Background: an optimization exercise with open tools, aiming at small area, a short achievable clock period and few clock cycles per item. Do not read the settings as production practice. Function was checked by simulation only, so behaviour that the tests miss may differ from the original.

File: flow/constraint.sdc
create_clock -name core_clock -period 11.0 [get_ports {clk_i}]
set_input_delay 2.2000 -clock core_clock [delete_from_list [all_inputs] [get_ports {clk_i}]]
set_output_delay 2.2000 -clock core_clock [all_outputs]
set_load 0.01 [all_outputs]
File: flow/config.mk
export PLATFORM = sky130hd
export DESIGN_NAME = path_option_payoff
export DESIGN_NICKNAME = path_option_payoff
export VERILOG_FILES = /design/flow/design.v
export SDC_FILE = /design/flow/constraint.sdc
export NUM_CORES = 4
export LEC_CHECK = 0
export CAP_MARGIN = 20
export CORE_MARGIN = 2
export CORE_UTILIZATION = 40
export SLEW_MARGIN = 20
File: flow/design.v
package pop_pkg;
  localparam int PriceW     = 32;
  localparam int DiscW      = 17;
  localparam int ModeW      = 2;
  localparam int CfgIdxW    = 2;
  localparam int CfgDataW   = 32;
  localparam int MaxPathLen = 1024;
  typedef enum logic [ModeW-1:0] {
    PopCall     = 2'd0,
    PopLookback = 2'd1,
    PopBarrier  = 2'd2,
    PopCompound = 2'd3
  } pop_mode_e;
  typedef enum logic [CfgIdxW-1:0] {
    RegPayoffMode     = 2'd0,
    RegStrikeLevel    = 2'd1,
    RegSecondLevel    = 2'd2,
    RegDiscountFactor = 2'd3
  } pop_reg_e;
  typedef enum logic [2:0] {
    StIdle,
    StLbMul,
    StLbSub,
    StDisc,
    StRound,
    StDivPrep,
    StDiv,
    StCmp
  } pop_state_e;
endpackage
module path_option_payoff #(
  parameter int MAX_PATH_LEN = pop_pkg::MaxPathLen
) (
  input  logic                       clk_i,
  input  logic                       rst_ni,
  input  logic                       sample_valid_i,
  output logic                       sample_ready_o,
  input  logic [pop_pkg::PriceW-1:0] sample_price_i,
  input  logic                       sample_last_i,
  output logic                       result_valid_o,
  input  logic                       result_ready_i,
  output logic [pop_pkg::PriceW-1:0] result_payoff_o,
  output logic                       result_crossed_o,
  input  logic                       cfg_valid_i,
  output logic                       cfg_ready_o,
  input  logic [pop_pkg::CfgIdxW-1:0] cfg_index_i,
  input  logic [pop_pkg::CfgDataW-1:0] cfg_data_i
);
  localparam int CntW = $clog2(MAX_PATH_LEN + 1);
  localparam int SumW = 32 + CntW;
  logic [1:0]  mode_q;
  logic [31:0] strike_q;
  logic [31:0] second_q;
  logic [16:0] disc_q;
  assign cfg_ready_o = 1'b1;
  always_ff @(posedge clk_i or negedge rst_ni) begin
    if (!rst_ni) begin
      mode_q   <= 2'd0;
      strike_q <= '0;
      second_q <= '0;
      disc_q   <= 17'd65536;
    end else if (cfg_valid_i) begin
      case (cfg_index_i)
        2'd0: mode_q   <= cfg_data_i[1:0];
        2'd1: strike_q <= cfg_data_i;
        2'd2: second_q <= cfg_data_i;
        default: disc_q <= cfg_data_i[16:0];
      endcase
    end
  end
  logic m_look, m_comp, m_bar;
  assign m_look = (mode_q == 2'd1);
  assign m_bar  = (mode_q == 2'd2);
  assign m_comp = (mode_q == 2'd3);
  logic        s_mul1_q, s_sub_q, s_mul2_q, s_div_q, s_done_q;
  logic        s_idle;
  logic [4:0]  step_q;
  logic [31:0] xn_q;
  logic [31:0] b_q;
  logic        bx_q, by_q;
  logic [31:0] acc_q;
  logic        pcr_q;
  logic        post_idle;
  assign s_idle    = !(s_mul1_q || s_sub_q || s_mul2_q || s_div_q || s_done_q);
  assign post_idle = s_idle || (s_done_q && result_ready_i);
  logic        rdy_q;
  logic [31:0] x_q;
  logic        v_q;
  logic        lst_q;
  logic        acc_s;
  assign sample_ready_o = rdy_q;
  assign acc_s = sample_valid_i && rdy_q;
  always_ff @(posedge clk_i) begin
    if (rdy_q) begin
      x_q   <= sample_price_i;
      lst_q <= sample_last_i;
    end
  end
  logic [31:0]     min_q;
  logic            cr_q;
  logic [CntW-1:0] cnt_q;
  logic            first_q;    
  logic            pend_q;     
  logic [31:0]     ex_q;       
  logic            v2_q;       
  logic            first2_q;   
  logic take, blk, proc;
  assign take = pend_q && post_idle;
  assign blk  = pend_q && !post_idle;
  assign proc = v_q && !blk;
  logic [32:0] diff;
  logic        above;
  logic        cnt_ok;
  logic [31:0] ex_d;
  always_comb begin
    diff   = {1'b0, x_q} - {1'b0, second_q};
    above  = !diff[32] && (diff[31:0] != '0);
    cnt_ok = first_q || !cnt_q[CntW-1];
    if (!proc)                     ex_d = '0;
    else if (!m_comp)              ex_d = x_q;
    else if (diff[32] || !cnt_ok)  ex_d = '0;
    else                           ex_d = diff[31:0];
  end
  always_ff @(posedge clk_i) begin
    ex_q <= ex_d;
    if (proc) begin
      min_q <= (first_q || (x_q < min_q)) ? x_q : min_q;
      cr_q  <= (cr_q && !first_q) || above;
      cnt_q <= first_q ? CntW'(1) : (cnt_q + CntW'(!cnt_q[CntW-1]));
    end
  end
  logic [SumW-1:0] sum_q;
  logic [SumW-1:0] sum_n;
  assign sum_n = ((v2_q && (first2_q || !m_comp)) ? '0 : sum_q) + SumW'(ex_q);
  always_ff @(posedge clk_i) begin
    sum_q <= sum_n;
  end
  logic pend_d, v_d, rdy_d;
  logic s_idle_d;
  assign pend_d = (proc && lst_q) || (pend_q && !take);
  assign v_d    = acc_s || (v_q && blk);
  assign rdy_d  = !(v_d && pend_d && !s_idle_d);
  always_ff @(posedge clk_i or negedge rst_ni) begin
    if (!rst_ni) begin
      rdy_q    <= 1'b1;
      v_q      <= 1'b0;
      first_q  <= 1'b1;
      pend_q   <= 1'b0;
      v2_q     <= 1'b0;
      first2_q <= 1'b0;
    end else begin
      rdy_q    <= rdy_d;
      v_q      <= v_d;
      pend_q   <= pend_d;
      v2_q     <= proc;
      first2_q <= proc && first_q;
      if (proc) first_q <= lst_q;
    end
  end
  logic [31:0] mul_m;
  logic [3:0]  dig;
  logic [35:0] t;
  assign mul_m = s_mul1_q ? second_q : {15'd0, disc_q};
  assign dig   = b_q[3:0];
  assign t     = {4'd0, acc_q}
               + (dig[0] ? {4'd0, mul_m}        : 36'd0)
               + (dig[1] ? {3'd0, mul_m, 1'b0}  : 36'd0)
               + (dig[2] ? {2'd0, mul_m, 2'b0}  : 36'd0)
               + (dig[3] ? {1'd0, mul_m, 3'b0}  : 36'd0);
  logic [31:0] mul_res;
  assign mul_res = t[20] ? '1 : {t[19:0], b_q[31:20]};
  logic [10:0] dv;
  logic [9:0]  r0, r1, r2;
  logic [1:0]  qb;
  logic [10:0] s1, s2;
  logic [11:0] d1, d2;
  assign dv = xn_q[10:0];
  always_comb begin
    r0 = acc_q[9:0];
    s1 = {r0, bx_q};
    d1 = {1'b0, s1} - {1'b0, dv};
    qb[1] = !d1[11];
    r1 = qb[1] ? d1[9:0] : s1[9:0];
    s2 = {r1, b_q[31]};
    d2 = {1'b0, s2} - {1'b0, dv};
    qb[0] = !d2[11];
    r2 = qb[0] ? d2[9:0] : s2[9:0];
  end
  logic [31:0] sa, sb;
  logic        scin;
  logic        szero;
  logic [32:0] sd;
  logic [31:0] sres;
  always_comb begin
    if (m_comp) begin
      sa    = strike_q;
      sb    = b_q;
      scin  = by_q;
      szero = 1'b0;
    end else if (m_look) begin
      sa    = xn_q;
      sb    = {acc_q[15:0], b_q[31:16]};
      scin  = 1'b0;
      szero = (acc_q[31:16] != '0);
    end else begin
      sa    = xn_q;
      sb    = strike_q;
      scin  = 1'b0;
      szero = m_bar && pcr_q;
    end
    sd   = {1'b0, sa} - {1'b0, sb} - 33'(scin);
    sres = (sd[32] || szero) ? '0 : sd[31:0];
  end
  logic mul_last, div_last;
  assign mul_last = (step_q[2:0] == 3'd7);
  assign div_last = (step_q == 5'd16);
  logic n_mul1, n_sub, n_mul2, n_div, n_done;
  always_comb begin
    n_mul1 = (take && m_look) || (s_mul1_q && !mul_last);
    n_div  = (take && m_comp) || (s_div_q && !div_last);
    n_sub  = (take && !m_look && !m_comp) || (s_mul1_q && mul_last) || (s_div_q && div_last);
    n_mul2 = (s_sub_q && !m_comp) || (s_mul2_q && !mul_last);
    n_done = (s_sub_q && m_comp) || (s_mul2_q && mul_last) || (s_done_q && !result_ready_i && !take);
    s_idle_d = !(n_mul1 || n_div || n_sub || n_mul2 || n_done);
  end
  always_ff @(posedge clk_i or negedge rst_ni) begin
    if (!rst_ni) begin
      s_mul1_q <= 1'b0;
      s_sub_q  <= 1'b0;
      s_mul2_q <= 1'b0;
      s_div_q  <= 1'b0;
      s_done_q <= 1'b0;
      step_q   <= '0;
    end else begin
      s_mul1_q <= n_mul1;
      s_sub_q  <= n_sub;
      s_mul2_q <= n_mul2;
      s_div_q  <= n_div;
      s_done_q <= n_done;
      if (s_sub_q || (s_mul1_q && mul_last) || (s_div_q && div_last) || !(s_mul1_q || s_mul2_q || s_div_q))
        step_q <= '0;
      else
        step_q <= step_q + 5'd1;
    end
  end
  always_ff @(posedge clk_i) begin
    if (take) begin
      pcr_q <= cr_q;
      xn_q  <= m_comp ? {21'd0, cnt_q} : sum_n[31:0];
    end else if (s_mul2_q && mul_last) begin
      xn_q  <= mul_res;
    end else if (s_sub_q && m_comp) begin
      xn_q  <= sres;
    end
  end
  always_ff @(posedge clk_i) begin
    if (s_mul1_q || s_mul2_q) begin
      acc_q <= t[35:4];
      b_q   <= {t[3:0], b_q[31:4]};
    end else if (s_sub_q) begin
      acc_q <= 32'h0000_8000;
      b_q   <= sres;
    end else if (s_div_q) begin
      acc_q[9:0]  <= r2;
      {bx_q, b_q, by_q} <= {b_q, by_q, qb};
    end else begin
      b_q   <= m_comp ? sum_n[31:0] : min_q;
      bx_q  <= sum_n[32];
      by_q  <= 1'b0;
      acc_q <= m_comp ? {23'd0, sum_n[SumW-1:33]} : 32'h0000_7FFF;
    end
  end
  assign result_valid_o   = s_done_q;
  assign result_payoff_o  = xn_q;
  assign result_crossed_o = pcr_q;
endmodule
File: flow/run.sh
#!/bin/bash
# synth_recipe.tcl (not shown) runs the flow's synth.tcl, then flattens the netlist and writes it again
# the make line also repeats each setting of config.mk as NAME=value (left out here)
make -C /OpenROAD-flow-scripts/flow DESIGN_CONFIG=/design/flow/config.mk WORK_HOME=/design/flow/orfs CLKGATE_MAP_FILE= SYNTH_SCRIPT=/design/flow/synth_recipe.tcl finish
==> flow_metrics.tcl, run 1 <==
set metrics [dict create \
    fin_tns_setup_ns 0 \
    post_cts_resized 0 \
    crit-reg2reg-launch "s_mul1_q" \
    post-route-min-period_ns 6.33 \
    postCtsSetupBuffers 0 \
    rows 95 \
    fin_nets 3396 \
    max-clock-path-buffers 3 \
    num_vias 22988 \
    gp_congestion 0.994 \
    hold_class "register to register" \
    critical_path_arrival_ns 6.65 \
    grt.total_usage_pct 26.5 \
    r2r_slack_ns 4.67 \
    hold_viol 0 \
    htreeDepth 2 \
    drive_gt1_share_pct 7.55 \
    avgViaCountPerCell 5.88 \
    syn_inst 2940 \
    cp-start-kind "register" \
    path_class "register to register" \
    clk_pin_slew_ns 0.07 \
    yosysUniqueCellTypes 99 \
    drv_cap 0 \
    numCtsBuffers 40 \
    async_flop_share_pct 28.3 \
    setup_viol 0 \
    tightest_slew_ns 1.01 \
    yosys.area_share.simple_pct 14.7 \
    ant_nets 0 \
    drt-initial-drc-count 2679 \
    synth_fa_ha_area_share_pct 17.5 \
    ys_warn_count 1 \
    place_inst 3834 \
    ctsHoldBuffers 0 \
    worstPathRequired_ns 11.32 \
    grt_pass1_vias 22154 \
    wirelength_microns 93900 \
    fin_crit_sh_pct 57.6 \
    design_area_sq_um 30400 \
    ys_seq_area_share_pct 32.6 \
    synth_compound_area_share_pct 18.6 \
    wl_per_cell_microns 24.0 \
    drc 0 \
    rr_worst_depth 20 \
    grt_pass1_wl_microns 140000 \
    ys_seq_elements 350 \
    dieHeight_microns 264 \
    synth-edff-count 134 \
    die_x_microns 264 \
    crit_path_end_kind "register" \
    synth_top_family_by_area "compound AO/OA/AOI/OAI gates" \
    synthXorXnorAreaFrac_pct 3.84 \
    syn_avg_cell_area_sq_um 9.23 \
    syn_area_sq_um 27100 \
    hold_path_end "pcr_q" \
    dp_hpwl_microns 75000 \
    grt_max_degree 74 \
    final_cells 3907 \
    crit_fanout 38 \
    pin_count 108 \
    drv_slew 0 \
    status "timing/DRC/antenna clean" \
    placed_area_sq_um 29100 \
    core-area_sq_um 67200 \
    cts.sinks 350 \
    die-area_sq_um 69900 \
    synth.area.mux_share_pct 7.08 \
    grt_antenna_before_repair 9 \
    drt_first_pass_iters 6 \
    start_util_pct 40.4 \
    n_antenna_cell 0 \
    whs_path_depth 0 \
    finalClockSkew_ns 0.0354 \
    area_delta_synth_final_pct 12.0 \
    clk_latency_ns 0.59 \
    synth_fp_nets 3333 \
    rsz0062_at_grt "no" \
    cts_root_buf "clkbuf_16" \
    fmax_mhz 158 \
    r2r-end "acc_q[27]" \
    portBuffers 106 \
    min_from "cr_q" \
    cts_tree "done" \
    synth_flop_cell "edfxtp_1" \
    grt-ovfl-total 0 \
    slew_headroom_pct 31.2 \
]
metrics by stage:
step | worst slack [ns] | hold WS [ns] | util, %
CTS | 4.71 | 0.454 | 45.2
detailed placement | 4.73 | 0.439 | 43.4
global placement | 4.90 | 0.426 | 43.3
floorplan | 5.47 | 0.418 | -
finish | 4.67 | 0.456 | 45.2
global route | 4.30 | 0.487 | 45.2
cell families after synthesis:
logic type / count (synthesis)
buffers and inverters: 401
multiplexers: 181
AND/OR/NAND/NOR: 813
XOR/XNOR: 119
other: 1
adder cells (fa/ha/maj): 321
flip-flops: 350
AO/OA/AOI/OAI: 754
cells in the mapped netlist (51+ instances only):
cell / number / area share (%)
dfrtp_1: 96 / 8.9
a21oi_1: 213 / 3.9
nand2_1: 247 / 3.4
mux2_2: 87 / 3.6
o21ai_0: 163 / 3.0
dfxtp_1: 117 / 8.6
nor2b_1: 86 / 2.0
fa_1: 99 / 7.3
mux2i_1: 94 / 3.5
xnor2_1: 72 / 2.3
inv_1: 285 / 3.9
nand3_1: 51 / 0.94
a21o_1: 88 / 2.4
edfxtp_1: 134 / 15
nor2_1: 180 / 2.5
ha_1: 222 / 10
clkbuf_1: 87 / 1.2
how the worst max path moves through the flow:
stage | from | endpoint | cells past startpoint | slack, ns
floorplan | s_mul1_q | acc_q[28] | 20 | 5.47
global placement | s_mul1_q | xn_q[31] | 18 | 4.90
detailed placement | s_mul1_q | xn_q[31] | 18 | 4.73
CTS | s_mul1_q | xn_q[31] | 18 | 4.71
global route | s_mul1_q | xn_q[31] | 18 | 4.30
finish | s_mul1_q | acc_q[27] | 20 | 4.67
critical path: stages (launching register included):
cell	delay, ns
dfrtp_1	0.50
buf_4	0.45
mux2i_1	0.44
nor2b_1	0.12
fa_1	0.49
inv_1	0.05
fa_1	0.38
inv_1	0.08
fa_1	0.41
ha_1	0.26
fa_1	0.44
a211oi_1	0.33
o21bai_1	0.18
o211ai_1	0.37
a211oi_1	0.17
o21ai_0	0.43
o211a_1	0.26
nor3_1	0.09
nor3_1	0.36
xnor2_1	0.10
and2_1	0.16
sequential cells by signal, indices dropped and copies added, names as in the netlist, 2 cells and up:
name,count
mode_q,2
acc_q,32
min_q,32
ex_q,32
b_q,32
second_q,32
step_q,5
cnt_q,11
xn_q,32
x_q,32
sum_q,43
disc_q,17
strike_q,32
layout by cell type (no fill, tap or decap), types with 24 or more instances in the layout:
cell and n:
ha_1 222, nand3_1 51, and2_1 49, xnor2_1 72
a21oi_1 212, a22o_1 25, buf_4 29, xor2_1 47
nand4_1 24, dfrtp_1 94, a31oi_1 24, nor2b_1 86
nor2_1 178, nand2_1 246, nand2b_1 30, dfxtp_1 116
mux2i_1 94, a21o_1 88, clkdlybuf4s50_1 105, mux2_2 87
and3_1 47, clkbuf_16 43, o21ai_0 162, a211oi_1 25
fa_1 99, inv_1 285, edfxtp_1 134, nor3_1 33
cell type report:
type	count	area [sq um]
clock buffers	54	1130
inverters	286	1070
flip-flops and latches	350	8850
fillers	6358	36800
well taps	873	1090
repair buffers	136	1320
multi-input cells	2189	16800
clock inverters	19	129
routing by layer:
metal / vias up / wire length, microns / track usage, %
met3: 159 / 7890 / 4.13
met4: 0 / 2920 / 7.92
met5: - / 0 / 0
li1: 10572 / - / -
met1: 11235 / 41800 / 37.8
met2: 1022 / 41300 / 41.3
Testbench counts, summed over its fixed seeds: cycles 70,838, paths 2,560.
==> run 2: changes to the inputs <==
--- a/flow/config.mk
+++ b/flow/config.mk
@@ -9,3 +9,4 @@
 export CORE_MARGIN = 2
-export CORE_UTILIZATION = 40
+export CORE_UTILIZATION = 55
+export SETUP_SLACK_MARGIN = 5
 export SLEW_MARGIN = 20
==> flow_metrics.tcl, run 2 <==
set metrics [dict create \
    yosys.cell_count.top_type "inv_1" \
    cp-start-kind "register" \
    finalClockSkew_ns 0.0145 \
    syn_area_sq_um 27100 \
    grt-ovfl-total 0 \
    synth_common_cells "285 x inv_1, 247 x nand2_1, 222 x ha_1" \
    pin_count 108 \
    rsz0062_at_grt "yes" \
    dp_hpwl_microns 76000 \
    yosys-top-cells-area "edfxtp_1 15%, ha_1 10%, dfrtp_1 8.9%" \
    final_cell_mix "284 x inv_1, 245 x nand2_1, 222 x ha_1, 212 x a21oi_1, 176 x nor2_1" \
    wirelength_microns 95100 \
    grt_pass1_wl_microns 141000 \
    slew_headroom_pct 19.4 \
    ys_seq_area_share_pct 32.6 \
    rows 81 \
    fill_cells 4200 \
    ys_warn_count 1 \
    grt_pass1_vias 22442 \
    worstPathRequired_ns 11.31 \
    layout_commonest_cell "inv_1" \
    drv_cap 0 \
    hold_class "register to register" \
    cp_slowest_cell "fa_1" \
    drc 0 \
    status "timing/DRC/antenna clean" \
    die_x_microns 226 \
    critical_path_arrival_ns 6.09 \
    clk_pin_slew_ns 0.06 \
    cts_tree "done" \
    cts.sinks 350 \
    gp_congestion 1.04 \
    drt-initial-drc-count 2718 \
    fin_tns_setup_ns 0 \
    fmax_mhz 173 \
    grt_antenna_before_repair 8 \
    critical-path-top-delay-family "adder cells" \
    critical_path.cell_chain "buf_8, mux2i_1, nor2b_1, fa_1, fa_1, inv_1, fa_1, inv_1, ha_1, inv_1, o311a_1, nand4bb_1, a21bo_2, mux2i_2, nand2_2, nor2_1, nor2_1, a311oi_1, a31oi_1" \
    path_class "register to register" \
    hold_viol 0 \
    portBuffers 106 \
    synth_fp_nets 3333 \
    post-route-min-period_ns 5.78 \
    ant_nets 0 \
    grt.total_usage_pct 37.4 \
    tightest_slew_ns 1.20 \
    cts_root_buf "clkbuf_16" \
    crit_path_end_kind "register" \
    htreeDepth 2 \
    drt_first_pass_iters 7 \
    slowest_delay_ns 0.55 \
    setup_viol 0 \
    fin_crit_sh_pct 52.6 \
    dieHeight_microns 226 \
    avgViaCountPerCell 6.30 \
    start_util_pct 55.5 \
    ys_seq_elements 350 \
    crit_fanout 43 \
    yosysUniqueCellTypes 99 \
    clk_latency_ns 0.58 \
    fin_nets 3408 \
    synth_top_cell_area_share_pct 14.8 \
    numCtsBuffers 42 \
    crit_buf_inv 4 \
    wl_per_cell_microns 25.6 \
    grt_max_degree 69 \
    num_vias 23414 \
    fin_util_pct 62.3 \
    drive_gt1_share_pct 8.59 \
    area_delta_synth_final_pct 12.2 \
    max-clock-path-buffers 3 \
    syn_avg_cell_area_sq_um 9.23 \
    core-area_sq_um 48800 \
    synth-edff-count 134 \
    die-area_sq_um 51100 \
    async_flop_share_pct 28.3 \
    drv_slew 0 \
    largest_register_ffs 43 \
    ctsHoldBuffers 0 \
    synth_top_area_cell "edfxtp_1" \
    top_register "sum_q" \
    synth_flop_cell "edfxtp_1" \
    syn_inst 2940 \
]
-- run 2: cell count changes in the layout (fill, tap and decap cells not counted), sizes merged --
cell / delta
buf: +10
clkbuf: +4
clkinvlp: -3
diode: +3
bufinv: +2
clkinv: +2
-- run 2: worst register-to-register path: stages (launching register included) --
cell and delay [ns]:
dfrtp_1 0.35, buf_8 0.29, mux2i_1 0.41, nor2b_1 0.13
fa_1 0.53, fa_1 0.55, inv_1 0.05, fa_1 0.50
inv_1 0.04, ha_1 0.31, inv_1 0.08, o311a_1 0.37
nand4bb_1 0.28, a21bo_2 0.28, mux2i_2 0.31, nand2_2 0.28
nor2_1 0.26, nor2_1 0.06, a311oi_1 0.35, a31oi_1 0.07
-- run 2: cell type report --
type | count | area (sq um) | share of cell area [%]
diodes | 3 | 7.51 | 0.0247
clock buffers | 58 | 1230 | 4.06
clock inverters | 20 | 165 | 0.542
inverters | 286 | 1070 | 3.53
multi-input cells | 2189 | 16900 | 55.4
flip-flops and latches | 350 | 8850 | 29.1
well taps | 664 | 831 | 2.73
repair buffers | 146 | 1410 | 4.63
-- run 2: worst paths after layout --
check	startpoint	to	slack [ns]	depth (start not counted)
worst max-delay path	s_mul1_q	xn_q[1]	5.22	19
worst min-delay path	step_q[0]	step_q[0]	0.49	1
worst max register to register	s_mul1_q	xn_q[1]	5.22	19
worst min register to register	step_q[0]	step_q[0]	0.49	1
max in group asynchronous	rst_ni	mode_q[0]	8.10	2
min in group asynchronous	rst_ni	v2_q	1.65	1
-- run 2: repair_timing --
| action | in CTS | in global routing |
|---|---|---|
| buffers inserted | 0 | 9 |
| resized for setup | 6 | 26 |
| setup endpoints to repair | 16 | 46 |
| pin swaps | 0 | 2 |
-- run 2: through the flow --
| stage | worst slack, ns | hold WS, ns | area, sq um | std cells |
|---|---|---|---|---|
| 2_1_floorplan | 5.47 | 0.418 | 27100 | 2940 |
| 3_3_place_gp | 4.99 | 0.473 | 28800 | 3624 |
| 3_5_place_dp | 4.73 | 0.475 | 28800 | 3624 |
| 4_1_cts | 5.00 | 0.490 | 30200 | 3702 |
| 5_1_grt | 4.91 | 0.513 | 30400 | 3713 |
| 6_report | 5.22 | 0.491 | 30500 | 3716 |
-- run 2: logic make-up after synthesis --
logic type	synth area share, %
AOI/OAI and AO/OA	18.6
xor gates and xnor gates	3.84
adders and majority gates	17.5
buffers and inverters	5.64
DFF	32.6
muxes	7.08
other	0.0138
and+or+nand+nor	14.7
-- run 2: routing by layer --
| metal | global-route usage, % | wire length, microns | vias up |
|---|---|---|---|
| met5 | 0 | 30 | - |
| met4 | 18.6 | 5380 | 4 |
| met3 | 7.12 | 9080 | 254 |
| met2 | 57.4 | 41600 | 1110 |
| met1 | 50.5 | 39000 | 11413 |
| li1 | - | - | 10633 |
==> run 3: changes to the inputs <==
--- a/flow/design.v
+++ b/flow/design.v
@@ -162,3 +162,5 @@
   logic [35:0] t;
-  assign mul_m = s_mul1_q ? second_q : {15'd0, disc_q};
+  always_ff @(posedge clk_i) begin
+    mul_m <= (m_look && !s_sub_q && !s_mul2_q) ? second_q : {15'd0, disc_q};
+  end
   assign dig   = b_q[3:0];
--- a/flow/config.mk
+++ b/flow/config.mk
@@ -9,3 +9,3 @@
 export CORE_MARGIN = 2
-export CORE_UTILIZATION = 55
+export CORE_UTILIZATION = 60
 export SETUP_SLACK_MARGIN = 5
==> flow_metrics.tcl, run 3 <==
set metrics [dict create \
    cp_slowest_cell "fa_1" \
    grt.total_usage_pct 38.5 \
    async_flop_share_pct 25.9 \
    top_register "sum_q" \
    crit_buf_inv 1 \
    die_x_microns 219 \
    grt_pass1_wl_microns 138000 \
    fin_tns_setup_ns 0 \
    drive_gt1_share_pct 8.28 \
    syn_avg_cell_area_sq_um 9.42 \
    slew_headroom_pct 31.5 \
    drv_cap 0 \
    synth-edff-count 134 \
    start_util_pct 60.9 \
    drt-initial-drc-count 3522 \
    postCtsSetupBuffers 0 \
    cts_tree "done" \
    rsz0062_at_grt "no" \
    core-area_sq_um 45400 \
    placed_area_sq_um 29200 \
    drc 0 \
    clk_pin_slew_ns 0.07 \
    critical_path_arrival_ns 6.11 \
    critical-path-top-delay-family "adder cells" \
    numCtsBuffers 43 \
    pin_count 108 \
    dp_hpwl_microns 72700 \
    tightest_slew_ns 1.02 \
    yosysUniqueCellTypes 91 \
    synth_top_area_cell "edfxtp_1" \
    final_cells 3632 \
    path_class "register to register" \
    layout_commonest_cell "inv_1" \
    hold_viol 0 \
    ys_seq_area_share_pct 34.3 \
    slowest_delay_ns 0.59 \
    crit_top_cell "fa_1" \
    drt_first_pass_iters 10 \
    area_delta_synth_final_pct 11.2 \
    fin_nets 3390 \
    yosys.cell_count.top_type "inv_1" \
    synth_common_cells "274 x inv_1, 256 x nand2_1, 222 x ha_1" \
    grt_max_degree 71 \
    wl_per_cell_microns 25.3 \
    status "timing/DRC/antenna clean" \
    pre_cts_slack_ns 4.67 \
    crit_fanout 33 \
    finalClockSkew_ns 0.0250 \
    drv_slew 0 \
    fmax_mhz 173 \
    syn_inst 2934 \
    ys_warn_count 1 \
    die-area_sq_um 47800 \
    grt-ovfl-total 0 \
    avgViaCountPerCell 6.52 \
    synth_top_cell_area_share_pct 14.6 \
    largest_register_ffs 43 \
    num_vias 23670 \
    max-clock-path-buffers 3 \
    ant_nets 0 \
    cp-start-kind "register" \
    grt_pass1_vias 22558 \
    critical_path.cell_chain "buf_4, and2_1, fa_1, fa_1, fa_1, ha_1, o21a_1, o21a_1, o22ai_1, o21ai_1, a31o_2, mux2i_1, nand2_1, o41ai_1, a31oi_1" \
    syn_area_sq_um 27600 \
    setup_viol 0 \
    post-route-min-period_ns 5.78 \
    cts_root_buf "clkbuf_16" \
    wirelength_microns 92000 \
    crit_path_end_kind "register" \
    final_cell_mix "274 x inv_1, 255 x nand2_1, 222 x ha_1, 189 x a21oi_1, 163 x nor2_1" \
    design_area_sq_um 30700 \
    hold_class "register to register" \
    holdWs_ns 0.475 \
    rows 78 \
    cts.sinks 382 \
    worst_slack_ns 5.22 \
    synth_flop_cell "dfxtp_1" \
    ys_seq_elements 382 \
    yosys-top-cells-area "edfxtp_1 15%, dfxtp_1 11%, ha_1 10%" \
    portBuffers 106 \
    worstPathRequired_ns 11.33 \
    place_inst 3552 \
    clk_latency_ns 0.60 \
    htreeDepth 2 \
    r2r_slack_ns 5.22 \
    fin_crit_sh_pct 52.5 \
    synth_fp_nets 3327 \
    n_antenna_cell 0 \
    gp_congestion 1.02 \
    dieHeight_microns 219 \
    grt_antenna_before_repair 2 \
]
[run 3: what timing repair did]
action,CTS,global route
gates resized for setup,2,7
setup endpoints to repair,26,37
hold buffers,0,0
[run 3: cell families after synthesis]
| family | Yosys count | share of synthesized area (%) |
|---|---|---|
| flops | 382 | 34.3 |
| other cells | 1 | 0.0136 |
| simple gates | 800 | 14.2 |
| xor+xnor | 133 | 4.21 |
| buf+inv | 392 | 5.45 |
| compound gates | 728 | 17.7 |
| mux | 177 | 6.88 |
| fa+ha+maj | 321 | 17.2 |
[run 3: path summary, 6_finish.rpt]
| kind | start | end | depth (start not counted) |
|---|---|---|---|
| hold reg to reg | cr_q | pcr_q | 0 |
| hold / removal | cr_q | pcr_q | 0 |
| min in group asynchronous | rst_ni | disc_q[1] | 1 |
| setup / recovery | b_q[1] | xn_q[10] | 15 |
| setup reg to reg | b_q[1] | xn_q[10] | 15 |
| max in group asynchronous | rst_ni | strike_q[19] | 2 |
[run 3: final cells by class]
class                   instances  area (sq um)
clock buffers                  57          1180
clock inverters                23           274
fillers                      3584         14600
inverters                     275          1030
multi-input cells            2160         16700
flip-flops and latches        382          9500
well taps                     600           751
repair buffers                135          1300
[run 3: through the flow]
step	utilization [%]
3_5_place_dp	64.4
3_3_place_gp	64.4
4_1_cts	67.7
2_1_floorplan	-
5_1_grt	67.7
6_report	67.7
[run 3: metal layers]
metal	vias to the layer above	wire length (microns)	GRT usage, %
met5	-	13	0
met4	2	4130	15.6
met3	200	9940	7.45
met2	1351	40200	58.7
met1	11543	37700	53.9
li1	10574	-	-
Testbench counts of run 3, summed over its fixed seeds: cycles 70,838, paths 2,560.
==> run 4: changes to the inputs <==
--- a/flow/design.v
+++ b/flow/design.v
@@ -80,3 +80,3 @@
   logic        bx_q, by_q;
-  logic [31:0] acc_q;
+  logic [32:0] acc_q;
   logic        pcr_q;
@@ -160,4 +160,8 @@
   logic [31:0] mul_m;
+  logic        bm_q;
+  logic        mlast_q;    
   logic [3:0]  dig;
-  logic [35:0] t;
+  logic        one0, two0, neg0, one1, two1, neg1;
+  logic [33:0] row0, row1;
+  logic [37:0] t;
   always_ff @(posedge clk_i) begin
@@ -165,10 +169,20 @@
   end
-  assign dig   = b_q[3:0];
-  assign t     = {4'd0, acc_q}
-               + (dig[0] ? {4'd0, mul_m}        : 36'd0)
-               + (dig[1] ? {3'd0, mul_m, 1'b0}  : 36'd0)
-               + (dig[2] ? {2'd0, mul_m, 2'b0}  : 36'd0)
-               + (dig[3] ? {1'd0, mul_m, 3'b0}  : 36'd0);
+  always_comb begin
+    dig  = mlast_q ? 4'd0 : b_q[3:0];
+    one0 = dig[0] ^ bm_q;
+    two0 = (dig[1] && !dig[0] && !bm_q) || (!dig[1] && dig[0] && bm_q);
+    neg0 = dig[1] && !(dig[0] && bm_q);
+    one1 = dig[2] ^ dig[1];
+    two1 = (dig[3] && !dig[2] && !dig[1]) || (!dig[3] && dig[2] && dig[1]);
+    neg1 = dig[3] && !(dig[2] && dig[1]);
+    row0 = ((one0 ? {2'b0, mul_m} : 34'd0) | (two0 ? {1'b0, mul_m, 1'b0} : 34'd0)) ^ {34{neg0}};
+    row1 = ((one1 ? {2'b0, mul_m} : 34'd0) | (two1 ? {1'b0, mul_m, 1'b0} : 34'd0)) ^ {34{neg1}};
+    t    = {{5{acc_q[32]}}, acc_q}
+         + {{4{row0[33]}}, row0}
+         + {{2{row1[33]}}, row1, 2'b0}
+         + 38'(neg0)
+         + {35'd0, neg1, 2'b0};
+  end
   logic [31:0] mul_res;
-  assign mul_res = t[20] ? '1 : {t[19:0], b_q[31:20]};
+  assign mul_res = t[16] ? '1 : {t[15:0], b_q[31:16]};
   logic [10:0] dv;
@@ -203,5 +217,5 @@
       sa    = xn_q;
-      sb    = {acc_q[15:0], b_q[31:16]};
+      sb    = {acc_q[11:0], b_q[31:12]};
       scin  = 1'b0;
-      szero = (acc_q[31:16] != '0);
+      szero = (acc_q[32:12] != '0);
     end else begin
@@ -216,3 +230,3 @@
   logic mul_last, div_last;
-  assign mul_last = (step_q[2:0] == 3'd7);
+  assign mul_last = mlast_q;
   assign div_last = (step_q == 5'd16);
@@ -235,2 +249,3 @@
       step_q   <= '0;
+      mlast_q  <= 1'b0;
     end else begin
@@ -241,2 +256,3 @@
       s_done_q <= n_done;
+      mlast_q <= (s_mul1_q || s_mul2_q) && (step_q[2:0] == 3'd7);
       if (s_sub_q || (s_mul1_q && mul_last) || (s_div_q && div_last) || !(s_mul1_q || s_mul2_q || s_div_q))
@@ -259,6 +275,8 @@
     if (s_mul1_q || s_mul2_q) begin
-      acc_q <= t[35:4];
+      acc_q <= t[36:4];
       b_q   <= {t[3:0], b_q[31:4]};
+      bm_q  <= b_q[3];
     end else if (s_sub_q) begin
-      acc_q <= 32'h0000_8000;
+      acc_q <= 33'h0_0000_8000;
+      bm_q  <= 1'b0;
       b_q   <= sres;
@@ -271,3 +289,4 @@
       by_q  <= 1'b0;
-      acc_q <= m_comp ? {23'd0, sum_n[SumW-1:33]} : 32'h0000_7FFF;
+      acc_q <= m_comp ? {24'd0, sum_n[SumW-1:33]} : 33'h0_0000_7FFF;
+      bm_q  <= 1'b0;
     end
==> flow_metrics.tcl, run 4 <==
set metrics [dict create \
    yosysUniqueCellTypes 100 \
    ant_nets 0 \
    place_inst 3502 \
    worstSetupStartpoint "bm_q" \
    r2r-end "acc_q[32]" \
    fill_cells 3572 \
    synth_fp_nets 3256 \
    pre_cts_slack_ns 4.90 \
    pin_count 108 \
    layout_commonest_cell "ha_1" \
    rows 78 \
    largest_register_ffs 43 \
    final_cell_mix "251 x ha_1, 213 x nand2_1, 208 x a21oi_1, 202 x inv_1, 180 x nor2_1" \
    cp-start-kind "register" \
    crit_fanout 32 \
    setup_viol 0 \
    area_delta_synth_final_pct 11.8 \
    async_flop_share_pct 26.0 \
    finalClockSkew_ns 0.0307 \
    max-clock-path-buffers 3 \
    path_class "register to register" \
    drv_slew 0 \
    final_cells 3587 \
    critical_path.endpoint "acc_q[32]" \
    top_register "sum_q" \
    ys_warn_count 1 \
    fin_crit_sh_pct 52.9 \
    grt_antenna_before_repair 3 \
    synth_common_cells "252 x ha_1, 214 x nand2_1, 209 x a21oi_1" \
    status "timing/DRC/antenna clean" \
    htreeDepth 2 \
    drive_gt1_share_pct 9.22 \
    start_util_pct 60.5 \
    worst_slack_ns 5.18 \
    portBuffers 106 \
    fin_tns_setup_ns 0 \
    die-area_sq_um 47200 \
    yosys.cell_count.top_type "ha_1" \
    syn_inst 2890 \
    critical_path_arrival_ns 6.12 \
    grt_pass1_wl_microns 139000 \
    cts.sinks 385 \
    fin_nets 3314 \
    avgViaCountPerCell 6.61 \
    drt-initial-drc-count 3061 \
    grt_max_degree 73 \
    tightest_slew_ns 1.00 \
    synth_flop_cell "dfxtp_1" \
    drc 0 \
    cts_root_buf "clkbuf_16" \
    r2r_slack_ns 5.18 \
    grt.total_usage_pct 39.0 \
    slew_headroom_pct 33.1 \
    top_regs "sum_q (43), acc_q (33)" \
    drt_first_pass_iters 10 \
    gp_congestion 1.03 \
    syn_area_sq_um 27300 \
    grt-ovfl-total 0 \
    drv_cap 0 \
    yosys-top-cells-area "edfxtp_1 15%, ha_1 12%, dfxtp_1 11%" \
    clk_latency_ns 0.60 \
    ctsHoldBuffers 0 \
    hold_viol 0 \
    ys_seq_elements 385 \
    wl_per_cell_microns 25.9 \
    synth_top_area_cell "edfxtp_1" \
    hold_class "register to register" \
    dp_hpwl_microns 73200 \
    numCtsBuffers 44 \
    crit_path_end_kind "register" \
    grt_pass1_vias 23166 \
    die_x_microns 217 \
    fmax_mhz 172 \
    crit-reg2reg-launch "bm_q" \
    ys_seq_area_share_pct 35.0 \
    num_vias 23703 \
    rr_worst_depth 21 \
    synth_top_cell_area_share_pct 15.0 \
    post-route-min-period_ns 5.82 \
    holdWs_ns 0.490 \
    cts_tree "done" \
    worstPathRequired_ns 11.30 \
    clk_pin_slew_ns 0.07 \
    dieHeight_microns 217 \
    core-area_sq_um 45200 \
    syn_avg_cell_area_sq_um 9.45 \
    wirelength_microns 92900 \
    synth-edff-count 136 \
    rsz0062_at_grt "yes" \
]
[run 4: cell count changes in the layout (fill, tap and decap cells not counted), sizes merged, moves of 13 or more]
cell	previous run	this run
and2	130	47
nor2	166	185
xnor2	76	144
fa	99	42
a21o	89	71
inv	278	210
o21ai	150	129
a21oi	190	212
nand2	256	214
a22oi	5	68
o21bai	15	28
nor3	26	49
ha	222	252
nand2b	17	30
[run 4: stage by stage]
stage / area, sq um / util, %
finish: 30500 / 67.6
global route: 30500 / 67.6
CTS: 30500 / 67.5
detailed placement: 29000 / 64.1
global placement: 28900 / 64.1
floorplan: 27300 / -
[run 4: what timing repair did]
item                       4_1_cts  5_1_grt
hold endpoints to repair         0        0
pin swaps                        0        1
gates resized for setup          2       12
setup endpoints to repair        5       15
gates cloned                     0        0
buffers inserted                 0        0
[run 4: critical path, stage by stage, from the launching register on]
cell and delay (ns):
edfxtp_1 0.47, or3b_2 0.49, a21oi_2 0.19, buf_8 0.23
a22oi_1 0.11, xnor2_1 0.24, fa_1 0.48, fa_1 0.56
ha_1 0.18, inv_1 0.06, fa_1 0.40, nor2b_1 0.14
o21a_1 0.14, o21ai_1 0.10, a31o_2 0.25, o41ai_2 0.39
buf_4 0.20, a221oi_1 0.14, o31ai_2 0.36, o21ai_0 0.17
xnor2_1 0.17, nor2_1 0.05
[run 4: kinds of logic after synthesis]
family,count (synthesis),synth area share (%)
adder cells (fa/ha/maj),294,14.6
multiplexers,188,7.40
AO/OA/AOI/OAI,754,18.7
other,1,0.0137
buffers and inverters,332,4.64
AND/OR/NAND/NOR,726,12.9
XOR/XNOR,210,6.73
flip-flops,385,35.0
[run 4: worst min-delay path by stage]
stage                         start         to  slack, ns  depth (start not counted)
after global placement         cr_q      pcr_q       0.44                          0
after CTS                 sum_q[42]  sum_q[42]       0.49                          2
after global routing           cr_q      pcr_q       0.50                          0
after detailed placement       cr_q      pcr_q       0.48                          0
final                          cr_q      pcr_q       0.49                          0
after floorplan                cr_q      pcr_q       0.43                          0
[run 4: routing by layer]
layer	wire length [microns]	GRT usage [%]	vias up
met5	30	0	-
met4	6140	22.3	6
met3	8940	8.43	353
met2	41600	62.1	1293
met1	36200	49.1	11414
li1	-	-	10637
[run 4: cell type report]
class                           instances  area (sq um)  area share, %
Tap cell                              600           751           2.46
Sequential cell                       385          9580           31.4
Inverter                              205           774           2.54
Clock buffer                           62          1290           4.24
Clock inverter                         20           210          0.688
Timing Repair Buffer                  139          1340           4.38
Antenna cell                            3          7.51         0.0246
Multi-Input combinational cell       2173         16600           54.3
Testbench counts of run 4, summed over its fixed seeds: cycles 72,016, paths 2,560.
==> run 5: changes to the inputs <==
--- a/flow/design.v
+++ b/flow/design.v
@@ -167,3 +167,4 @@
   always_ff @(posedge clk_i) begin
-    mul_m <= (m_look && !s_sub_q && !s_mul2_q) ? second_q : {15'd0, disc_q};
+    if (s_sub_q)       mul_m <= sres;
+    else if (!s_mul2_q) mul_m <= second_q;
   end
@@ -186,3 +187,3 @@
   logic [31:0] mul_res;
-  assign mul_res = t[16] ? '1 : {t[15:0], b_q[31:16]};
+  assign mul_res = t[32] ? '1 : t[31:0];
   logic [10:0] dv;
@@ -230,3 +231,3 @@
   logic mul_last, div_last;
-  assign mul_last = mlast_q;
+  assign mul_last = s_mul1_q ? mlast_q : (step_q[2:0] == 3'd4);
   assign div_last = (step_q == 5'd16);
@@ -256,3 +257,3 @@
       s_done_q <= n_done;
-      mlast_q <= (s_mul1_q || s_mul2_q) && (step_q[2:0] == 3'd7);
+      mlast_q <= s_mul1_q && (step_q[2:0] == 3'd7);
       if (s_sub_q || (s_mul1_q && mul_last) || (s_div_q && div_last) || !(s_mul1_q || s_mul2_q || s_div_q))
@@ -281,3 +282,3 @@
       bm_q  <= 1'b0;
-      b_q   <= sres;
+      b_q   <= {15'd0, disc_q};
     end else if (s_div_q) begin
==> flow/flow/run.sh (new file) <==
#!/bin/bash
set -euo pipefail
bash standard.sh SETUP_SLACK_MARGIN=6 finish > standard.log 2>&1
==> flow/standard.sh (new file) <==
#!/bin/bash
# synth_recipe.tcl (not shown) runs the flow's synth.tcl, then flattens the netlist and writes it again
# the make line also repeats each setting of config.mk as NAME=value (left out here)
make -C /OpenROAD-flow-scripts/flow DESIGN_CONFIG=/design/flow/config.mk WORK_HOME=/design/flow/orfs CLKGATE_MAP_FILE= SYNTH_SCRIPT=/design/flow/synth_recipe.tcl "${@:-finish}"
--- a/flow/config.mk
+++ b/flow/config.mk
@@ -9,3 +9,3 @@
 export CORE_MARGIN = 2
-export CORE_UTILIZATION = 60
+export CORE_UTILIZATION = 55
 export SETUP_SLACK_MARGIN = 5
removed: flow/run.sh
==> flow_metrics.tcl, run 5 <==
set metrics [dict create \
    dp_hpwl_microns 72000 \
    place_inst 3596 \
    final_cells 3723 \
    critical_path_arrival_ns 5.54 \
    rsz0062_at_grt "yes" \
    final_cell_mix "240 x ha_1, 210 x nand2_1, 196 x inv_1, 194 x a21oi_1, 168 x edfxtp_1" \
    top_register "sum_q" \
    finalClockSkew_ns 0.0321 \
    clk_latency_ns 0.60 \
    post-route-min-period_ns 5.21 \
    synth_top_area_cell "edfxtp_1" \
    htreeDepth 2 \
    ys_seq_area_share_pct 35.7 \
    start_util_pct 55.5 \
    synth-edff-count 168 \
    synth_top_cell_area_share_pct 18.2 \
    largest_register_ffs 43 \
    syn_avg_cell_area_sq_um 9.49 \
    status "timing/DRC/antenna clean" \
    synth_common_cells "252 x ha_1, 214 x nand2_1, 211 x a21oi_1" \
    num_vias 23843 \
    grt_pass1_wl_microns 140000 \
    rows 82 \
    cp-start-kind "register" \
    ctsHoldBuffers 0 \
    wirelength_microns 94400 \
    fill_cells 4111 \
    grt_max_degree 73 \
    drt_first_pass_iters 6 \
    crit_fanout 7 \
    cp_slowest_cell "fa_1" \
    fin_nets 3380 \
    clk_pin_slew_ns 0.07 \
    grt-ovfl-total 0 \
    yosys.cell_count.top_type "ha_1" \
    slowest_delay_ns 0.56 \
    cts.sinks 385 \
    async_flop_share_pct 26.0 \
    path_class "register to register" \
    pin_count 108 \
    drv_slew 0 \
    fmax_mhz 192 \
    wl_per_cell_microns 25.4 \
    ant_nets 0 \
    rr_worst_depth 21 \
    ys_seq_elements 385 \
    numCtsBuffers 44 \
    portBuffers 106 \
    hold_class "register to register" \
    area_delta_synth_final_pct 15.7 \
    design_area_sq_um 32100 \
    grt.total_usage_pct 35.1 \
    syn_area_sq_um 27700 \
    hold_viol 0 \
    fin_tns_setup_ns 0 \
    slew_headroom_pct 23.4 \
    synth_flop_cell "edfxtp_1" \
    worst_slack_ns 5.79 \
    placed_area_sq_um 29400 \
    top_regs "sum_q (43), acc_q (33)" \
    core-area_sq_um 50000 \
    cts_tree "done" \
    setup_viol 0 \
    ys_warn_count 1 \
    fin_util_pct 64.2 \
    pre_cts_slack_ns 4.78 \
    syn_inst 2920 \
    tightest_slew_ns 1.14 \
    avgViaCountPerCell 6.40 \
    yosysUniqueCellTypes 94 \
    fin_crit_sh_pct 47.4 \
    drt-initial-drc-count 2495 \
    worstPathRequired_ns 11.33 \
    drc 0 \
    layout_commonest_cell "ha_1" \
    synth_fp_nets 3286 \
    whs_path_depth 1 \
    grt_pass1_vias 22762 \
    holdWs_ns 0.484 \
    dieHeight_microns 229 \
    drive_gt1_share_pct 12.2 \
    max-clock-path-buffers 3 \
    grt_antenna_before_repair 3 \
    cts_root_buf "clkbuf_16" \
    gp_congestion 0.990 \
    yosys-top-cells-area "edfxtp_1 18%, ha_1 11%, dfrtp_1 8.8%" \
    die-area_sq_um 52200 \
    drv_cap 0 \
    critical_path.cell_chain "or3b_4, a21oi_4, a22oi_2, xnor2_2, fa_1, fa_1, ha_4, inv_2, fa_2, nand2b_4, a211oi_4, o211ai_1, a21oi_1, o21ai_2, o21ai_2, xnor2_2, buf_6, buf_4, a21oi_2, a211oi_2, a31oi_1" \
    crit_path_end_kind "register" \
    die_x_microns 229 \
]
## run 5: changes by cell type in the layout (fill, tap and decap cells not counted), sizes merged, moves of 15 or more
| cell | change |
|---|---|
| a21o | +15 |
| a222oi | -23 |
| a31oi | +17 |
| and2 | +15 |
| buf | +37 |
| dfxtp | -32 |
| edfxtp | +32 |
| mux2 | -18 |
| nor2 | -26 |
| nor3 | -21 |
| o211ai | +16 |
| o21ai | +58 |
## run 5: path summary, 6_finish.rpt
check / slack [ns] / to / from
worst min-delay path: 0.48 / step_q[0] / step_q[0]
min in group asynchronous: 1.54 / v_q / rst_ni
worst max-delay path: 5.79 / xn_q[5] / bm_q
worst max register to register: 5.79 / xn_q[5] / bm_q
max in group asynchronous: 8.16 / strike_q[18] / rst_ni
worst min register to register: 0.48 / step_q[0] / step_q[0]
## run 5: layer usage
| layer | GRT usage (%) | vias up | part of all wire [%] |
|---|---|---|---|
| li1 | - | 10824 | - |
| met1 | 48.9 | 11707 | 42 |
| met2 | 56.1 | 1094 | 45 |
| met3 | 5.34 | 212 | 8.2 |
| met4 | 11.5 | 6 | 4.0 |
| met5 | 0 | - | 0.036 |
## run 5: cell families after synthesis
logic type	count (synthesis)	share of synthesized area [%]
AO/OA/AOI/OAI	841	19.8
AND/OR/NAND/NOR	676	11.9
flip-flops	385	35.7
buffers and inverters	334	4.66
adder cells (fa/ha/maj)	294	14.4
XOR/XNOR	207	6.54
multiplexers	182	7.00
other	1	0.0135
## run 5: layout make-up
| type | count | area [sq um] | share of cell area (%) |
|---|---|---|---|
| Inverter | 201 | 781 | 2.43 |
| Timing Repair Buffer | 178 | 1800 | 5.61 |
| Tap cell | 672 | 841 | 2.62 |
| Clock inverter | 25 | 330 | 1.03 |
| Antenna cell | 2 | 5.00 | 0.0156 |
| Multi-Input combinational cell | 2203 | 17200 | 53.6 |
| Sequential cell | 385 | 9900 | 30.9 |
| Timing Repair inverter | 1 | 8.76 | 0.0273 |
| Clock buffer | 56 | 1230 | 3.83 |
## run 5: worst max-delay path: cells and delay by family, from the launching register on
family	cells	cell delay [ns]
AO/OA/AOI/OAI	10	1.68
XOR/XNOR	2	0.32
adder cells (fa/ha/maj)	4	1.53
buffers and inverters	3	0.39
flip-flops	1	0.43
AND/OR/NAND/NOR	2	0.58
## run 5: what timing repair did
action | in CTS | in global routing
cloned | 4 | 3
resized for setup | 90 | 65
setup buffers | 24 | 11
pin swaps | 26 | 30
setup endpoints to repair | 117 | 83
Testbench counts of run 5, summed over its fixed seeds: cycles 68,934, paths 2,560.
==> run 6: changes to the inputs <==
==> flow/run.sh (new file) <==
#!/bin/bash
# synth_recipe.tcl (not shown) runs the flow's synth.tcl, then flattens the netlist and writes it again
# the make line also repeats each setting of config.mk as NAME=value (left out here)
make -C /OpenROAD-flow-scripts/flow DESIGN_CONFIG=/design/flow/config.mk WORK_HOME=/design/flow/orfs CLKGATE_MAP_FILE= SYNTH_SCRIPT=/design/flow/synth_recipe.tcl finish
removed: flow/flow/run.sh
removed: flow/standard.sh
==> flow_metrics.tcl, run 6 <==
set metrics [dict create \
    layout_commonest_cell "ha_1" \
    synth_common_cells "252 x ha_1, 214 x nand2_1, 211 x a21oi_1" \
    wirelength_microns 90900 \
    yosys.area_share.simple_pct 11.9 \
    slowest_delay_ns 0.61 \
    setup_viol 0 \
    synth.area.mux_share_pct 7.00 \
    post-route-min-period_ns 5.80 \
    synth_fp_nets 3286 \
    drv_cap 0 \
    final_cells 3682 \
    synth_top_cell_area_share_pct 18.2 \
    fin_nets 3340 \
    dieHeight_microns 229 \
    grt_pass1_wl_microns 137000 \
    die_x_microns 229 \
    worstPathRequired_ns 11.37 \
    grt_pass1_vias 22704 \
    die-area_sq_um 52200 \
    fmax_mhz 172 \
    finalClockSkew_ns 0.0471 \
    drt_first_pass_iters 6 \
    cts.sinks 385 \
    clk_pin_slew_ns 0.06 \
    rows 82 \
    synth_fa_ha_area_share_pct 14.4 \
    drt-initial-drc-count 2683 \
    ant_nets 0 \
    path_class "register to register" \
    synth_flop_cell "edfxtp_1" \
    crit_path_end_kind "register" \
    fin_crit_sh_pct 52.8 \
    drc 0 \
    ys_seq_elements 385 \
    status "timing/DRC/antenna clean" \
    synth_top_family_by_area "compound AO/OA/AOI/OAI gates" \
    num_vias 23286 \
    gp_congestion 0.978 \
    synth_compound_area_share_pct 19.8 \
    tightest_slew_ns 1.05 \
    cts_root_buf "clkbuf_16" \
    grt.total_usage_pct 34.4 \
    critical_path.cell_chain "buf_4, and2_2, buf_4, mux2i_1, ha_1, inv_1, ha_1, a21o_1, a221oi_2, o2111ai_1, a221oi_1, a31oi_1, a21o_1, a21oi_1, xnor2_1, a21oi_1, o31ai_1" \
    clk_latency_ns 0.60 \
    grt_max_degree 97 \
    critical_path_arrival_ns 6.17 \
    yosys.cell_count.top_type "ha_1" \
    postCtsSetupBuffers 0 \
    drv_slew 0 \
    slew_headroom_pct 29.5 \
    cts_tree "done" \
    place_inst 3597 \
    ys_warn_count 1 \
    grt-ovfl-total 0 \
    final_cell_mix "252 x ha_1, 212 x nand2_1, 209 x a21oi_1, 199 x inv_1, 168 x edfxtp_1" \
    core-area_sq_um 50000 \
    max-clock-path-buffers 3 \
    cp-start-kind "register" \
    grt_antenna_before_repair 0 \
    drive_gt1_share_pct 8.07 \
    crit_buf_inv 3 \
    n_antenna_cell 0 \
    crit_fanout 51 \
    syn_avg_cell_area_sq_um 9.49 \
    synthXorXnorAreaFrac_pct 6.54 \
    hold_viol 0 \
    synth-edff-count 168 \
    htreeDepth 2 \
    top_register "sum_q" \
    hold_class "register to register" \
    rsz0062_at_grt "yes" \
    area_delta_synth_final_pct 11.7 \
    pin_count 108 \
    cp_slowest_cell "buf_4" \
    portBuffers 106 \
    top_regs "sum_q (43), acc_q (33)" \
    fin_tns_setup_ns 0 \
    wl_per_cell_microns 24.7 \
    start_util_pct 55.5 \
    yosys-top-cells-area "edfxtp_1 18%, ha_1 11%, dfrtp_1 8.8%" \
    critical-path-top-delay-family "compound AO/OA/AOI/OAI gates" \
    avgViaCountPerCell 6.32 \
    syn_area_sq_um 27700 \
    synth_top_area_cell "edfxtp_1" \
    async_flop_share_pct 26.0 \
    yosysUniqueCellTypes 94 \
    syn_inst 2920 \
    numCtsBuffers 45 \
    largest_register_ffs 43 \
    ys_seq_area_share_pct 35.7 \
    dp_hpwl_microns 71500 \
]
run 6: final cells by class:
type	count	area, sq um
clock buffers	64	1340
fillers	4224	19000
multi-input cells	2201	16600
inverters	201	759
repair buffers	140	1370
clock inverters	19	155
flip-flops and latches	385	9900
well taps	672	841
run 6: path summary, 6_finish.rpt:
check / start / end / slack [ns] / cells after the start
setup / recovery: mode_q[1] / xn_q[28] / 5.20 / 17
hold / removal: step_q[0] / step_q[0] / 0.49 / 1
setup reg to reg: mode_q[1] / xn_q[28] / 5.20 / 17
hold reg to reg: step_q[0] / step_q[0] / 0.49 / 1
max in group asynchronous: rst_ni / second_q[4] / 8.22 / 2
min in group asynchronous: rst_ni / v_q / 1.67 / 1
run 6: logic make-up after synthesis:
kind of cell               Yosys count
and+or+nand+nor                    676
DFF                                385
muxes                              182
buffers and inverters              334
xor gates and xnor gates           207
adders and majority gates          294
other                                1
AOI/OAI and AO/OA                  841
run 6: metrics by stage:
step / utilization [%] / area [sq um] / hold WS [ns] / worst slack (ns)
floorplan: - / 27700 / 0.428 / 5.53
CTS: 61.8 / 30900 / 0.491 / 5.07
global placement: 58.8 / 29400 / 0.470 / 5.01
detailed placement: 58.8 / 29400 / 0.483 / 4.86
finish: 62.0 / 31000 / 0.488 / 5.20
global route: 62.0 / 31000 / 0.512 / 5.00
run 6: what timing repair did:
action,CTS,global route
setup endpoints to repair,22,65
hold buffers,0,0
pin swaps,0,0
resized for setup,3,12
run 6: routing by layer:
metal	GRT usage, %	part of all wire (%)
met1	48.0	44
met2	54.4	45
met3	4.45	7.6
met4	13.2	4.0
met5	0	0
run 6: worst register-to-register path: stages (launching register included):
cell,delay (ns)
dfrtp_2,0.36
buf_4,0.53
and2_2,0.28
buf_4,0.61
mux2i_1,0.19
ha_1,0.33
inv_1,0.04
ha_1,0.33
a21o_1,0.20
a221oi_2,0.39
o2111ai_1,0.18
a221oi_1,0.58
a31oi_1,0.36
a21o_1,0.33
a21oi_1,0.24
xnor2_1,0.24
a21oi_1,0.12
o31ai_1,0.28
==> run 7: changes to the inputs <==
--- a/flow/design.v
+++ b/flow/design.v
@@ -160,5 +160,5 @@
   logic [31:0] mul_m;
-  logic        bm_q;
   logic        mlast_q;    
-  logic [3:0]  dig;
+  logic [3:0]  dig_d;
+  logic        bm_d;
   logic        one0, two0, neg0, one1, two1, neg1;
@@ -171,9 +171,19 @@
   always_comb begin
-    dig  = mlast_q ? 4'd0 : b_q[3:0];
-    one0 = dig[0] ^ bm_q;
-    two0 = (dig[1] && !dig[0] && !bm_q) || (!dig[1] && dig[0] && bm_q);
-    neg0 = dig[1] && !(dig[0] && bm_q);
-    one1 = dig[2] ^ dig[1];
-    two1 = (dig[3] && !dig[2] && !dig[1]) || (!dig[3] && dig[2] && dig[1]);
-    neg1 = dig[3] && !(dig[2] && dig[1]);
+    if (s_mul1_q || s_mul2_q) begin
+      dig_d = (s_mul1_q && (step_q[2:0] == 3'd7)) ? 4'd0 : b_q[7:4];
+      bm_d  = b_q[3];
+    end else begin
+      dig_d = s_sub_q ? disc_q[3:0] : min_q[3:0];
+      bm_d  = 1'b0;
+    end
+  end
+  always_ff @(posedge clk_i) begin
+    one0 <= dig_d[0] ^ bm_d;
+    two0 <= (dig_d[1] && !dig_d[0] && !bm_d) || (!dig_d[1] && dig_d[0] && bm_d);
+    neg0 <= dig_d[1] && !(dig_d[0] && bm_d);
+    one1 <= dig_d[2] ^ dig_d[1];
+    two1 <= (dig_d[3] && !dig_d[2] && !dig_d[1]) || (!dig_d[3] && dig_d[2] && dig_d[1]);
+    neg1 <= dig_d[3] && !(dig_d[2] && dig_d[1]);
+  end
+  always_comb begin
     row0 = ((one0 ? {2'b0, mul_m} : 34'd0) | (two0 ? {1'b0, mul_m, 1'b0} : 34'd0)) ^ {34{neg0}};
@@ -186,4 +196,3 @@
   end
-  logic [31:0] mul_res;
-  assign mul_res = t[32] ? '1 : t[31:0];
+  logic sat_q;
   logic [10:0] dv;
@@ -267,5 +276,7 @@
       pcr_q <= cr_q;
+      sat_q <= 1'b0;
       xn_q  <= m_comp ? {21'd0, cnt_q} : sum_n[31:0];
     end else if (s_mul2_q && mul_last) begin
-      xn_q  <= mul_res;
+      sat_q <= t[32];
+      xn_q  <= t[31:0];
     end else if (s_sub_q && m_comp) begin
@@ -278,6 +289,4 @@
       b_q   <= {t[3:0], b_q[31:4]};
-      bm_q  <= b_q[3];
     end else if (s_sub_q) begin
       acc_q <= 33'h0_0000_8000;
-      bm_q  <= 1'b0;
       b_q   <= {15'd0, disc_q};
@@ -291,3 +300,2 @@
       acc_q <= m_comp ? {24'd0, sum_n[SumW-1:33]} : 33'h0_0000_7FFF;
-      bm_q  <= 1'b0;
     end
@@ -295,3 +303,3 @@
   assign result_valid_o   = s_done_q;
-  assign result_payoff_o  = xn_q;
+  assign result_payoff_o  = xn_q | {32{sat_q}};
   assign result_crossed_o = pcr_q;
==> flow/flow/run.sh (new file) <==
#!/bin/bash
set -euo pipefail
bash standard.sh SETUP_SLACK_MARGIN=6 finish > standard.log 2>&1
==> flow/standard.sh (new file) <==
#!/bin/bash
# synth_recipe.tcl (not shown) runs the flow's synth.tcl, then flattens the netlist and writes it again
# the make line also repeats each setting of config.mk as NAME=value (left out here)
make -C /OpenROAD-flow-scripts/flow DESIGN_CONFIG=/design/flow/config.mk WORK_HOME=/design/flow/orfs CLKGATE_MAP_FILE= SYNTH_SCRIPT=/design/flow/synth_recipe.tcl "${@:-finish}"
removed: flow/run.sh
==> flow_metrics.tcl, run 7 <==
set metrics [dict create \
    syn_area_sq_um 28000 \
    crit_top_cell "fa_1" \
    clk_pin_slew_ns 0.06 \
    rsz0062_at_grt "no" \
    setup_viol 0 \
    crit_fanout 5 \
    top_regs "sum_q (43), acc_q (33)" \
    start_util_pct 55.7 \
    place_inst 3656 \
    die-area_sq_um 52700 \
    grt_pass1_vias 22859 \
    ys_warn_count 1 \
    slew_headroom_pct 33.3 \
    core-area_sq_um 50200 \
    cts.sinks 391 \
    avgViaCountPerCell 6.28 \
    worstPathRequired_ns 11.32 \
    grt-ovfl-total 0 \
    fmax_mhz 206 \
    synth_flop_cell "edfxtp_1" \
    status "timing/DRC/antenna clean" \
    synth_fp_nets 3347 \
    die_x_microns 230 \
    grt.total_usage_pct 34.3 \
    portBuffers 106 \
    holdWs_ns 0.486 \
    drc 0 \
    final_cell_mix "253 x ha_1, 224 x inv_1, 214 x a21oi_1, 197 x nand2_1, 190 x nor2_1" \
    synth_top_cell_area_share_pct 17.9 \
    ctsHoldBuffers 0 \
    yosys.cell_count.top_type "ha_1" \
    rows 82 \
    gp_congestion 0.993 \
    layout_commonest_cell "ha_1" \
    ys_seq_area_share_pct 35.8 \
    tightest_slew_ns 0.998 \
    area_delta_synth_final_pct 13.0 \
    grt_antenna_before_repair 1 \
    drv_cap 0 \
    largest_register_ffs 43 \
    hold_viol 0 \
    syn_inst 2980 \
    synth_top_area_cell "edfxtp_1" \
    syn_avg_cell_area_sq_um 9.39 \
    cp-start-kind "register" \
    num_vias 23644 \
    drive_gt1_share_pct 10.3 \
    cts_tree "done" \
    pin_count 108 \
    slowest_delay_ns 0.53 \
    critical_path.cell_chain "a22oi_2, xnor2_1, fa_1, inv_1, fa_1, inv_1, ha_1, fa_1, a21o_1, a21oi_2, o21ai_0, a31oi_2, a2111oi_2, or2_4, o21ai_0, nand2b_1, xor2_1, a221o_1" \
    async_flop_share_pct 25.6 \
    path_class "register to register" \
    top_register "sum_q" \
    clk_latency_ns 0.60 \
    critical_path_arrival_ns 5.19 \
    yosys-top-cells-area "edfxtp_1 18%, ha_1 11%, dfxtp_1 8.9%" \
    dp_hpwl_microns 70700 \
    synth_common_cells "253 x ha_1, 226 x inv_1, 219 x a21oi_1" \
    drt-initial-drc-count 2509 \
    drt_first_pass_iters 6 \
    cp_slowest_cell "fa_1" \
    fin_util_pct 63.0 \
    hold_class "register to register" \
    grt_pass1_wl_microns 139000 \
    yosysUniqueCellTypes 86 \
    finalClockSkew_ns 0.0265 \
    dieHeight_microns 230 \
    post-route-min-period_ns 4.86 \
    drv_slew 0 \
    wl_per_cell_microns 24.3 \
    wirelength_microns 91400 \
    grt_max_degree 86 \
    fin_tns_setup_ns 0 \
    cts_root_buf "clkbuf_16" \
    htreeDepth 2 \
    synth-edff-count 167 \
    fin_nets 3419 \
    max-clock-path-buffers 3 \
    final_cells 3762 \
    crit_path_end_kind "register" \
    ant_nets 0 \
    numCtsBuffers 44 \
    fin_crit_sh_pct 44.2 \
    ys_seq_elements 391 \
]
-- run 7: what timing repair did --
action / 4_1_cts / 5_1_grt
cloned: 0 / 1
buffers inserted: 10 / 11
hold endpoints to repair: 0 / 0
endpoints found under the setup margin: 142 / 41
pin swaps: 6 / 11
resized for setup: 33 / 31
-- run 7: logic make-up after synthesis --
| family | Yosys count | share of synthesized area (%) |
|---|---|---|
| and+or+nand+nor | 763 | 13.3 |
| DFF | 391 | 35.8 |
| other | 1 | 0.0134 |
| adders and majority gates | 295 | 14.3 |
| muxes | 182 | 6.92 |
| buffers and inverters | 356 | 4.82 |
| AOI/OAI and AO/OA | 789 | 18.4 |
| xor gates and xnor gates | 203 | 6.38 |
-- run 7: final cells by class --
class | count | area [sq um]
fill | 4239 | 18600
multi-input combinational | 2233 | 16800
sequential | 391 | 10000
timing repair buffer | 155 | 1550
clock buffer | 58 | 1270
inverter | 227 | 856
tap | 672 | 841
clock inverter | 24 | 267
antenna | 2 | 5.00
-- run 7: path summary, 6_finish.rpt --
path,from,endpoint,cells past startpoint,slack [ns]
min in group asynchronous,rst_ni,strike_q[18],1,1.66
hold reg to reg,mlast_q,s_mul1_q,1,0.49
setup / recovery,mul_m[2],xn_q[26],18,6.14
max in group asynchronous,rst_ni,s_sub_q,2,8.12
setup reg to reg,mul_m[2],xn_q[26],18,6.14
hold / removal,mlast_q,s_mul1_q,1,0.49
-- run 7: critical path, delay by kind of cell (launching register included) --
| kind | cells | cell delay [ns] |
|---|---|---|
| simple gates | 2 | 0.38 |
| buf+inv | 2 | 0.10 |
| xor+xnor | 2 | 0.28 |
| fa+ha+maj | 4 | 1.67 |
| compound gates | 8 | 1.67 |
| flops | 1 | 0.50 |
-- run 7: stage by stage --
stage	area, sq um	setup slack (ns)
after floorplan	28000	6.02
after global placement	29600	5.02
after detailed placement	29600	4.91
after CTS	31400	6.03
after global routing	31600	5.98
final	31600	6.14
-- run 7: routing by layer --
layer | GRT usage, % | part of all wire (%) | up-vias
li1 | - | - | 10961
met1 | 48.7 | 44 | 11465
met4 | 13.0 | 4.2 | 0
met2 | 52.9 | 44 | 1022
met3 | 5.24 | 8.4 | 196
met5 | 0 | 0 | -
Testbench counts of run 7, summed over its fixed seeds: cycles 68,934, paths 2,560.

[static timing again, ports no longer ideal]
Ports are ideal in the flow. The routed layouts listed here were re-timed in OpenROAD. Step 1 assumes that a clkbuf_16 drives the clock port and a buf_2 every other input. Step 2 times the ports against the registers' clock, not the clock port: input delays grow and output delays shrink by t, the midpoint of the rising clock arrivals with the driver on. Slacks: ideal ports / drivers / drivers and shift; pairs: ideal ports / drivers.
run | t (ns) | slack for setup (ns) | worst hold slack (ns) | worst setup path after step 2 | latest minus earliest clock arrival (ns)
run 1 | 0.621 | 4.669 / 4.669 / 4.669 | 0.456 / 0.456 / 0.456 | register to register | 0.037 / 0.037
run 2 | 0.633 | 5.218 / 5.218 / 5.218 | 0.491 / 0.491 / 0.491 | register to register | 0.014 / 0.015
run 3 | 0.655 | 5.222 / 5.222 / 5.222 | 0.475 / 0.475 / 0.475 | register to register | 0.026 / 0.025
run 4 | 0.641 | 5.181 / 5.181 / 5.181 | 0.490 / 0.490 / 0.490 | register to register | 0.031 / 0.031
run 5 | 0.648 | 5.790 / 5.790 / 5.790 | 0.484 / 0.484 / 0.484 | register to register | 0.032 / 0.032
run 6 | 0.643 | 5.197 / 5.197 / 5.197 | 0.488 / 0.488 / 0.488 | register to register | 0.049 / 0.049
run 7 | 0.644 | 6.135 / 6.135 / 6.135 | 0.486 / 0.486 / 0.486 | register to register | 0.027 / 0.026
After both steps setup and hold are still met in every run listed.
